This is an optimization exercise on Yosys and OpenROAD, whose aim is small area, not a production implementation. Function was checked by simulation only, so behaviour that the tests miss may differ from the original. The clock port is modelled as an ideal driver, which makes a skipped or thinned clock tree look cheaper than it is; a real chip needs a root buffer or a tree. Power and IR drop assume default switching activity.

==> v14: inputs <==
==> flow/design.v <==
`timescale 1ns/1ns
package wallace_mult_pkg;
  localparam logic [7:0] ADDR_OPERAND_A = 8'h00;
  localparam logic [7:0] ADDR_OPERAND_B = 8'h04;
  localparam logic [7:0] ADDR_CTRL      = 8'h08;
  localparam logic [7:0] ADDR_STATUS    = 8'h0C;
  localparam logic [7:0] ADDR_PRODUCT   = 8'h10;
endpackage
`timescale 1ns/1ns
`default_nettype none
module wallace_mult_apb (
  input  wire        clk,
  input  wire        rst_n,
  input  wire        psel,
  input  wire        penable,
  input  wire        pwrite,
  input  wire [7:0]  paddr,
  input  wire [31:0] pwdata,
  output wire [31:0] prdata,
  output wire        pready,
  output wire        pslverr
);
  logic [15:0] a_q, b_q;    
  logic [7:0]  ax, ay;      
  logic [7:0]  x, y;        
  logic [15:0] pl;          
  logic        bq;          
  logic [4:0]  cnt;         
  logic        busy, done;
  wire base   = (paddr[7:5] == 3'b000) & (paddr[1:0] == 2'b00);
  wire sel_a  = base & (paddr[4:2] == 3'd0);
  wire sel_b  = base & (paddr[4:2] == 3'd1);
  wire sel_c  = base & (paddr[4:2] == 3'd2);
  wire sel_s  = base & (paddr[4:2] == 3'd3);
  wire sel_p  = base & (paddr[4:2] == 3'd4);
  wire mapped = base & (~paddr[4] | (paddr[3:2] == 2'b00));
  wire wr    = psel & penable & pwrite;
  wire start = wr & sel_c & pwdata[0] & ~busy;
  assign pready  = ~(busy & ~pwrite & sel_p);
  assign pslverr = ~mapped;
  wire [31:0] p = {y, x, pl};
  wire rd_a = sel_a;
  wire rd_b = sel_b;
  wire rd_p = sel_p & done;
  assign prdata[31:16] = {16{rd_p}} & p[31:16];
  assign prdata[15:2]  = ({14{rd_a}} & a_q[15:2]) | ({14{rd_b}} & b_q[15:2]) |
                         ({14{rd_p}} & p[15:2]);
  assign prdata[1:0]   = ({2{rd_a}} & a_q[1:0]) | ({2{rd_b}} & b_q[1:0]) |
                         ({2{rd_p}} & p[1:0]) | ({2{sel_s}} & {done, busy});
  wire       ph  = cnt[0];
  wire       b   = ph ? bq : pl[0];
  wire [7:0] addend = ax & {8{b}};
  wire [8:0] c;
  wire [7:0] u;
  assign c[0] = ph & y[7];
  genvar i;
  generate
    for (i = 0; i < 8; i++) begin : g_add
      assign u[i]   = x[i] ^ addend[i] ^ c[i];
      assign c[i+1] = (x[i] & addend[i]) | (x[i] & c[i]) | (addend[i] & c[i]);
    end
  endgenerate
  wire        pl_ld = start;
  wire        pl_sh = ~start & busy & ~ph;
  wire        pl_hd = ~start & ~(busy & ~ph);
  wire [15:0] pl_d  = ({16{pl_ld}} & b_q) | ({16{pl_sh}} & {u[0], pl[15:1]}) |
                      ({16{pl_hd}} & pl);
  always_ff @(posedge clk) begin
    ax <= start ? a_q[7:0]  : ay;
    ay <= start ? a_q[15:8] : ax;
    if (start) begin
      x <= 8'h00;
      y <= 8'h00;
    end else if (busy) begin
      x <= {ph ? u[0] : y[7], y[6:0]};
      y <= {c[8], u[7:1]};
    end
    pl <= pl_d;
    bq  <= pl[0];
    cnt <= start ? 5'd0 : cnt + 5'd1;
  end
  always_ff @(posedge clk) begin
    if (!rst_n) begin
      a_q  <= 16'h0000;
      b_q  <= 16'h0000;
      busy <= 1'b0;
      done <= 1'b0;
    end else begin
      if (wr & sel_a) a_q <= pwdata[15:0];
      if (wr & sel_b) b_q <= pwdata[15:0];
      if (start) begin
        busy <= 1'b1;
        done <= 1'b0;
      end else if (busy & (cnt == 5'd31)) begin
        busy <= 1'b0;
        done <= 1'b1;
      end
    end
  end
endmodule
`default_nettype wire
==> flow/flow/run.sh <==
#!/bin/bash
# Own flow: the standard layout (standard.sh) with two changes:
#  - synthesis is the standard synthesis script, except that ABC maps the
#    logic with flow/abc_area.script (area-oriented) instead of ORFS's script;
#    registers, their names and cells are untouched (mapped before ABC runs)
#  - the port buffers are the smallest buffer cell (buf_1)
#  - clock tree: after CTS, flow/post_cts.tcl (POST_CTS hook) swaps the H-tree
#    for one clock buffer driving all registers (no register gets its own delay)
# Each step's full output goes to a log of its own here; ORFS's logs stay
# under orfs/logs.
set -euo pipefail
W=$PWD
export BUFFER_PORTS_ARGS="-buffer_cell sky130_fd_sc_hd__buf_1"
export CTS_ARGS="-sink_clustering_enable -repair_clock_nets -dont_use_dummy_load"
export POST_CTS_TCL="$W/flow/post_cts.tcl"
export CLK_ROOT_CELL=sky130_fd_sc_hd__clkbuf_16
export CLK_GROUPS=3

{
  echo 'proc abc {args} {'
  echo '  set i [lsearch -exact $args -script]'
  echo "  if {\$i >= 0} { lset args [expr {\$i + 1}] {$W/flow/abc_area.script} }"
  echo '  yosys abc {*}$args'
  echo '}'
  echo "source {$W/synth_recipe.tcl}"
} > "$W/own_synth.tcl"
sed -e "s#SYNTH_SCRIPT=[^ ]*#SYNTH_SCRIPT=$W/own_synth.tcl#" standard.sh > own_synth.sh
grep -q "SYNTH_SCRIPT=$W/own_synth.tcl" own_synth.sh

bash own_synth.sh synth > synth.log 2>&1
bash standard.sh finish > layout.log 2>&1
==> flow/flow/abc_area.script <==
strash
&get -n
&deepsyn -J 20
&put
strash
&get -n
&dch -f
&nf -R 1000
&put
==> flow/flow/post_cts.tcl <==
# POST_CTS hook: replace the H-tree that clock_tree_synthesis built with a
# flat tree: CLK_GROUPS clock buffers (CLK_ROOT_CELL) on the clock port, each
# driving the registers of one placement cluster. The design has under 100
# registers, so a few buffers meet the clock-pin slew limit with less cell
# area than CTS's two-level tree.
set block [ord::get_db_block]
set db [ord::get_db]
set clk_net [$block findNet clk]
set root_master [$db findMaster $::env(CLK_ROOT_CELL)]

# Walk the tree from the clock port: buffers are the cells CTS inserted.
# (This file is sourced inside a proc, so the lists live in the global scope.)
set ::sinks {}
set ::tree_insts {}
set ::tree_nets {}
proc walk { net } {
  global sinks tree_insts tree_nets
  foreach it [$net getITerms] {
    if { [$it getIoType] != "INPUT" } { continue }
    set inst [$it getInst]
    set mname [[$inst getMaster] getName]
    if { [string match "sky130_fd_sc_hd__clkbuf_*" $mname] || [string match "sky130_fd_sc_hd__clkinv*" $mname] } {
      if { [lsearch -exact $tree_insts $inst] < 0 } {
        lappend tree_insts $inst
        foreach ot [$inst getITerms] {
          if { [$ot getIoType] == "OUTPUT" && [$ot getNet] != "NULL" } {
            lappend tree_nets [$ot getNet]
            walk [$ot getNet]
          }
        }
      }
    } else {
      lappend sinks $it
    }
  }
}
walk $clk_net
set sinks $::sinks
set tree_insts $::tree_insts
set tree_nets $::tree_nets
puts "post_cts: [llength $sinks] clock sinks, [llength $tree_insts] tree cells removed"

# Split the sinks into CLK_GROUPS groups of equal size by position (k-means
# with a size cap, from a deterministic start), one buffer per group at its
# centroid.
set k $::env(CLK_GROUPS)
set pts {}
foreach it $sinks {
  set box [[$it getInst] getBBox]
  lappend pts [list [expr { ([$box xMin] + [$box xMax]) / 2.0 }] [expr { ([$box yMin] + [$box yMax]) / 2.0 }]]
}
set n [llength $sinks]
# Start: sinks sorted by x+y, centers spread evenly along that order
set order [lsort -real -indices [lmap p $pts { expr { [lindex $p 0] + [lindex $p 1] } }]]
set centers {}
for { set g 0 } { $g < $k } { incr g } {
  lappend centers [lindex $pts [lindex $order [expr { int(($g + 0.5) * $n / $k) }]]]
}
# Capacitated k-means: each round assigns sinks to centers greedily by
# distance, at most ceil(n/k) per group, then moves each center to the mean.
set cap [expr { ($n + $k - 1) / $k }]
for { set round 0 } { $round < 30 } { incr round } {
  set pairs {}
  set i 0
  foreach p $pts {
    for { set g 0 } { $g < $k } { incr g } {
      set c [lindex $centers $g]
      lappend pairs [list [expr { abs([lindex $p 0] - [lindex $c 0]) + abs([lindex $p 1] - [lindex $c 1]) }] $i $g]
    }
    incr i
  }
  set pairs [lsort -real -index 0 $pairs]
  set assign [lrepeat $n -1]
  set fill [lrepeat $k 0]
  foreach pr $pairs {
    lassign $pr d i g
    if { [lindex $assign $i] >= 0 || [lindex $fill $g] >= $cap } { continue }
    lset assign $i $g
    lset fill $g [expr { [lindex $fill $g] + 1 }]
  }
  set newc {}
  for { set g 0 } { $g < $k } { incr g } {
    set sx 0.0; set sy 0.0; set m 0
    foreach p $pts a $assign {
      if { $a == $g } { set sx [expr { $sx + [lindex $p 0] }]; set sy [expr { $sy + [lindex $p 1] }]; incr m }
    }
    if { $m > 0 } { lappend newc [list [expr { $sx / $m }] [expr { $sy / $m }]] } else { lappend newc [lindex $centers $g] }
  }
  set centers $newc
}

foreach it $sinks { $it disconnect }
foreach inst $tree_insts { odb::dbInst_destroy $inst }
foreach net $tree_nets { odb::dbNet_destroy $net }

for { set g 0 } { $g < $k } { incr g } {
  set gnet [odb::dbNet_create $block clknet_g$g]
  $gnet setSigType CLOCK
  set buf [odb::dbInst_create $block $root_master clkbuf_g$g]
  foreach it [$buf getITerms] {
    set st [[$it getMTerm] getSigType]
    if { $st == "POWER" || $st == "GROUND" } { continue }
    if { [$it getIoType] == "OUTPUT" } { $it connect $gnet } elseif { [$it getIoType] == "INPUT" } { $it connect $clk_net }
  }
  set m 0
  foreach it $sinks a $assign {
    if { $a == $g } { $it connect $gnet; incr m }
  }
  set c [lindex $centers $g]
  $buf setLocation [expr { int([lindex $c 0]) }] [expr { int([lindex $c 1]) }]
  $buf setPlacementStatus PLACED
  puts "post_cts: group $g has $m sinks"
}

detailed_placement
check_placement -verbose
estimate_parasitics -placement
report_clock_skew
report_check_types -max_slew -max_capacitance -violators

# Area recovery: downsize cells that have timing slack to spare
repair_timing -recover_power 100 -verbose
detailed_placement
check_placement -verbose
==> flow/standard.sh <==
#!/bin/bash
# synth_recipe.tcl (not shown) runs the flow's synth.tcl, then flattens the netlist and writes it again
# the make line also repeats each setting of config.mk as NAME=value (left out here)
make -C /OpenROAD-flow-scripts/flow DESIGN_CONFIG=/design/flow/config.mk WORK_HOME=/design/flow/orfs CLKGATE_MAP_FILE= SYNTH_SCRIPT=/design/flow/synth_recipe.tcl "${@:-finish}"
==> flow/config.mk <==
export PLATFORM = sky130hd
export DESIGN_NAME = wallace_mult_apb
export DESIGN_NICKNAME = wallace_mult_apb
export VERILOG_FILES = /design/flow/design.v
export SDC_FILE = /design/flow/constraint.sdc
export NUM_CORES = 4
export LEC_CHECK = 0
export CAP_MARGIN = 0
export CORE_MARGIN = 2
export CORE_UTILIZATION = 70
export GPL_TIMING_DRIVEN = 0
export PLACE_DENSITY = 0.8
export SLEW_MARGIN = 0
==> flow/constraint.sdc <==
create_clock -name core_clock -period 5.0 [get_ports {clk}]
set_input_delay 1.0000 -clock core_clock [delete_from_list [all_inputs] [get_ports {clk}]]
set_output_delay 1.0000 -clock core_clock [all_outputs]
set_load 0.01 [all_outputs]
==> v28: changes against v14 <==
--- a/flow/design.v
+++ b/flow/design.v
@@ -21,12 +21,14 @@
   output wire        pslverr
 );
   logic [15:0] a_q, b_q;    
+  logic        a_v, b_v;    
   logic [7:0]  ax, ay;      
   logic [7:0]  x, y;        
   logic [15:0] pl;          
   logic        bq;          
   logic [4:0]  cnt;         
   logic        busy, done;
+  logic        zf;          
   wire base   = (paddr[7:5] == 3'b000) & (paddr[1:0] == 2'b00);
   wire sel_a  = base & (paddr[4:2] == 3'd0);
   wire sel_b  = base & (paddr[4:2] == 3'd1);
@@ -39,9 +41,9 @@
   assign pready  = ~(busy & ~pwrite & sel_p);
   assign pslverr = ~mapped;
   wire [31:0] p = {y, x, pl};
-  wire rd_a = sel_a;
-  wire rd_b = sel_b;
-  wire rd_p = sel_p & done;
+  wire rd_a = sel_a & a_v;
+  wire rd_b = sel_b & b_v;
+  wire rd_p = sel_p & done & ~zf;
   assign prdata[31:16] = {16{rd_p}} & p[31:16];
   assign prdata[15:2]  = ({14{rd_a}} & a_q[15:2]) | ({14{rd_b}} & b_q[15:2]) |
                          ({14{rd_p}} & p[15:2]);
@@ -60,12 +62,9 @@
       assign c[i+1] = (x[i] & addend[i]) | (x[i] & c[i]) | (addend[i] & c[i]);
     end
   endgenerate
-  wire        pl_ld = start;
-  wire        pl_sh = ~start & busy & ~ph;
-  wire        pl_hd = ~start & ~(busy & ~ph);
-  wire [15:0] pl_d  = ({16{pl_ld}} & b_q) | ({16{pl_sh}} & {u[0], pl[15:1]}) |
-                      ({16{pl_hd}} & pl);
   always_ff @(posedge clk) begin
+    if (wr & sel_a) a_q <= pwdata[15:0];
+    if (wr & sel_b) b_q <= pwdata[15:0];
     ax <= start ? a_q[7:0]  : ay;
     ay <= start ? a_q[15:8] : ax;
     if (start) begin
@@ -75,19 +74,21 @@
       x <= {ph ? u[0] : y[7], y[6:0]};
       y <= {c[8], u[7:1]};
     end
-    pl <= pl_d;
+    if (start) pl <= b_q;
+    else if (busy & ~ph) pl <= {u[0], pl[15:1]};
     bq  <= pl[0];
     cnt <= start ? 5'd0 : cnt + 5'd1;
+    if (start) zf <= ~(a_v & b_v);
   end
   always_ff @(posedge clk) begin
     if (!rst_n) begin
-      a_q  <= 16'h0000;
-      b_q  <= 16'h0000;
+      a_v  <= 1'b0;
+      b_v  <= 1'b0;
       busy <= 1'b0;
       done <= 1'b0;
     end else begin
-      if (wr & sel_a) a_q <= pwdata[15:0];
-      if (wr & sel_b) b_q <= pwdata[15:0];
+      if (wr & sel_a) a_v <= 1'b1;
+      if (wr & sel_b) b_v <= 1'b1;
       if (start) begin
         busy <= 1'b1;
         done <= 1'b0;
--- a/flow/flow/run.sh
+++ b/flow/flow/run.sh
@@ -14,7 +14,6 @@
 export CTS_ARGS="-sink_clustering_enable -repair_clock_nets -dont_use_dummy_load"
 export POST_CTS_TCL="$W/flow/post_cts.tcl"
 export CLK_ROOT_CELL=sky130_fd_sc_hd__clkbuf_16
-export CLK_GROUPS=3
 
 {
   echo 'proc abc {args} {'
==> flow/flow/abc_area.script (replaced) <==
strash
&get -n
&deepsyn -J 20
&put
strash
dch -f
amap -m
topo
==> flow/flow/post_cts.tcl (replaced) <==
# POST_CTS hook: replace the H-tree that clock_tree_synthesis built with a
# single clock buffer (CLK_ROOT_CELL) that drives every register's clock pin.
# The design is small (under 100 registers in one cluster), so one strong
# buffer meets the clock-pin slew limit with far less cell area than a tree.
set block [ord::get_db_block]
set db [ord::get_db]
set clk_net [$block findNet clk]
set root_master [$db findMaster $::env(CLK_ROOT_CELL)]

# Walk the tree from the clock port: buffers are the cells CTS inserted.
set sinks {}
set tree_insts {}
set tree_nets {}
proc walk { net } {
  global sinks tree_insts tree_nets
  foreach it [$net getITerms] {
    if { [$it getIoType] != "INPUT" } { continue }
    set inst [$it getInst]
    set mname [[$inst getMaster] getName]
    if { [string match "sky130_fd_sc_hd__clkbuf_*" $mname] || [string match "sky130_fd_sc_hd__clkinv*" $mname] } {
      if { [lsearch -exact $tree_insts $inst] < 0 } {
        lappend tree_insts $inst
        foreach ot [$inst getITerms] {
          if { [$ot getIoType] == "OUTPUT" && [$ot getNet] != "NULL" } {
            lappend tree_nets [$ot getNet]
            walk [$ot getNet]
          }
        }
      }
    } else {
      lappend sinks $it
    }
  }
}
walk $clk_net
puts "post_cts: [llength $sinks] clock sinks, [llength $tree_insts] tree cells removed"

# Centroid of the sinks
set sx 0
set sy 0
foreach it $sinks {
  set box [[$it getInst] getBBox]
  set sx [expr { $sx + ([$box xMin] + [$box xMax]) / 2 }]
  set sy [expr { $sy + ([$box yMin] + [$box yMax]) / 2 }]
}
set n [llength $sinks]
set cx [expr { $sx / $n }]
set cy [expr { $sy / $n }]

foreach it $sinks { $it disconnect }
foreach inst $tree_insts { odb::dbInst_destroy $inst }
foreach net $tree_nets { odb::dbNet_destroy $net }

set root_net [odb::dbNet_create $block clknet_root]
$root_net setSigType CLOCK
set root [odb::dbInst_create $block $root_master clkbuf_root]
foreach it [$root getITerms] {
  set mt [$it getMTerm]
  if { [$mt getSigType] == "POWER" || [$mt getSigType] == "GROUND" } { continue }
  if { [$it getIoType] == "OUTPUT" } {
    $it connect $root_net
  } elseif { [$it getIoType] == "INPUT" } {
    $it connect $clk_net
  }
}
foreach it $sinks { $it connect $root_net }
$root setLocation $cx $cy
$root setPlacementStatus PLACED

detailed_placement
check_placement -verbose
estimate_parasitics -placement
report_clock_skew
report_check_types -max_slew -max_capacitance -violators
Settings changed: CAP_MARGIN 0 to 20, CORE_UTILIZATION 70 to 40, GPL_TIMING_DRIVEN 0 to unset, PLACE_DENSITY 0.8 to unset, SLEW_MARGIN 0 to 20.
==> v32: changes against v14 <==
--- a/flow/design.v
+++ b/flow/design.v
@@ -21,12 +21,14 @@
   output wire        pslverr
 );
   logic [15:0] a_q, b_q;    
+  logic        a_v, b_v;    
   logic [7:0]  ax, ay;      
   logic [7:0]  x, y;        
   logic [15:0] pl;          
   logic        bq;          
   logic [4:0]  cnt;         
   logic        busy, done;
+  logic        zf;          
   wire base   = (paddr[7:5] == 3'b000) & (paddr[1:0] == 2'b00);
   wire sel_a  = base & (paddr[4:2] == 3'd0);
   wire sel_b  = base & (paddr[4:2] == 3'd1);
@@ -39,9 +41,9 @@
   assign pready  = ~(busy & ~pwrite & sel_p);
   assign pslverr = ~mapped;
   wire [31:0] p = {y, x, pl};
-  wire rd_a = sel_a;
-  wire rd_b = sel_b;
-  wire rd_p = sel_p & done;
+  wire rd_a = sel_a & a_v;
+  wire rd_b = sel_b & b_v;
+  wire rd_p = sel_p & done & ~zf;
   assign prdata[31:16] = {16{rd_p}} & p[31:16];
   assign prdata[15:2]  = ({14{rd_a}} & a_q[15:2]) | ({14{rd_b}} & b_q[15:2]) |
                          ({14{rd_p}} & p[15:2]);
@@ -60,12 +62,9 @@
       assign c[i+1] = (x[i] & addend[i]) | (x[i] & c[i]) | (addend[i] & c[i]);
     end
   endgenerate
-  wire        pl_ld = start;
-  wire        pl_sh = ~start & busy & ~ph;
-  wire        pl_hd = ~start & ~(busy & ~ph);
-  wire [15:0] pl_d  = ({16{pl_ld}} & b_q) | ({16{pl_sh}} & {u[0], pl[15:1]}) |
-                      ({16{pl_hd}} & pl);
   always_ff @(posedge clk) begin
+    if (wr & sel_a) a_q <= pwdata[15:0];
+    if (wr & sel_b) b_q <= pwdata[15:0];
     ax <= start ? a_q[7:0]  : ay;
     ay <= start ? a_q[15:8] : ax;
     if (start) begin
@@ -75,19 +74,21 @@
       x <= {ph ? u[0] : y[7], y[6:0]};
       y <= {c[8], u[7:1]};
     end
-    pl <= pl_d;
+    if (start) pl <= b_q;
+    else if (busy & ~ph) pl <= {u[0], pl[15:1]};
     bq  <= pl[0];
     cnt <= start ? 5'd0 : cnt + 5'd1;
+    if (start) zf <= ~(a_v & b_v);
   end
   always_ff @(posedge clk) begin
     if (!rst_n) begin
-      a_q  <= 16'h0000;
-      b_q  <= 16'h0000;
+      a_v  <= 1'b0;
+      b_v  <= 1'b0;
       busy <= 1'b0;
       done <= 1'b0;
     end else begin
-      if (wr & sel_a) a_q <= pwdata[15:0];
-      if (wr & sel_b) b_q <= pwdata[15:0];
+      if (wr & sel_a) a_v <= 1'b1;
+      if (wr & sel_b) b_v <= 1'b1;
       if (start) begin
         busy <= 1'b1;
         done <= 1'b0;
==> flow/flow/abc_area.script (replaced) <==
strash
&get -n
&deepsyn -J 20
&put
strash
dch -f
amap -m
topo
--- a/flow/flow/post_cts.tcl
+++ b/flow/flow/post_cts.tcl
@@ -117,8 +117,3 @@
 estimate_parasitics -placement
 report_clock_skew
 report_check_types -max_slew -max_capacitance -violators
-
-# Area recovery: downsize cells that have timing slack to spare
-repair_timing -recover_power 100 -verbose
-detailed_placement
-check_placement -verbose
Settings changed: CAP_MARGIN 0 to 20, SLEW_MARGIN 0 to 20.
==> comparison table <==
|  | v32 | v28 | v14 |
|---|---|---|---|
| Non-CTS inverters | 44 | - | 18 |
| Post-synthesis simple-gate area fraction | 0.0936 | 0.0936 | 0.135 |
| Fillers | 281 | - | 322 |
| Fraction of final layout cells sized beyond drive strength 1 | 0.0470 | - | 0.0157 |
| Dominant class by area | registers | - | registers |
| Highest routed layer | met4 | - | met4 |
| Highest-utilization routing layer at the global route stage | met2 | - | met2 |
| Post-synthesis compound-gate area fraction | 0.158 | 0.158 | 0.209 |
| # setup viols final | 0 | - | 0 |
| Status | complete, no violations | did not finish | complete, no violations |
| Failing step | - | 4_1_cts | - |
| Sequential Power Share | 0.706 | - | 0.694 |
| Remaining number of nets flagged by the antenna check after routing | 0 | - | 0 |
| Shortest period the worst path allows | 4720 ps | - | 4770 ps |
| Post-layout net count | 419 | - | 438 |
| Share of power burned in the clock network | 0.254 | - | 0.269 |
| Sequential cell count | 91 | - | 88 |
| Fraction of area in registers | 0.570 | - | 0.464 |
| Beginning of the worst register-to-register path | cnt[0]$_SDFF_PP0_ | - | cnt[0]$_SDFF_PP0_ |
| Combinational cell fraction of total power | 0.041 | - | 0.037 |
| Placed instance area | 3980 um^2 | 4010 um^2 | 3740 um^2 |
The clock cells of v14 and v32 come from the design's own scripts or RTL, not from TritonCTS.

[re-timing with driven ports]
In the flow no input, the clock included, has a driving cell. The finished layouts below were timed again as built, in two steps.
Step 1: set_driving_cell puts a clkbuf_16 on clk and a buf_2 on each other input, an assumption about the parent block.
Step 2 moves the port delays by t, midway between the first and last clock arrival at a register: inputs arrive t later, outputs are due t later. That takes back most of the time a late clock gives input paths.
a / b / c = no drivers / after step 1 / after step 2; a / b = the first two.
run	shift t [ns]	slack for setup (ns)	worst setup path after step 2	worst register clock-pin slew, ns	cell pins on the clock port's net
v14	0.223	0.235 / 0.235 / 0.085	input to register	0.11 / 0.11	3
v32	0.227	0.282 / 0.282 / 0.282	register to register	0.12 / 0.12	3
After both steps every run listed still meets setup and hold. For v14, which loses most, drivers alone change the setup slack by 0.000 ns; drivers and shift together by -0.150 ns.
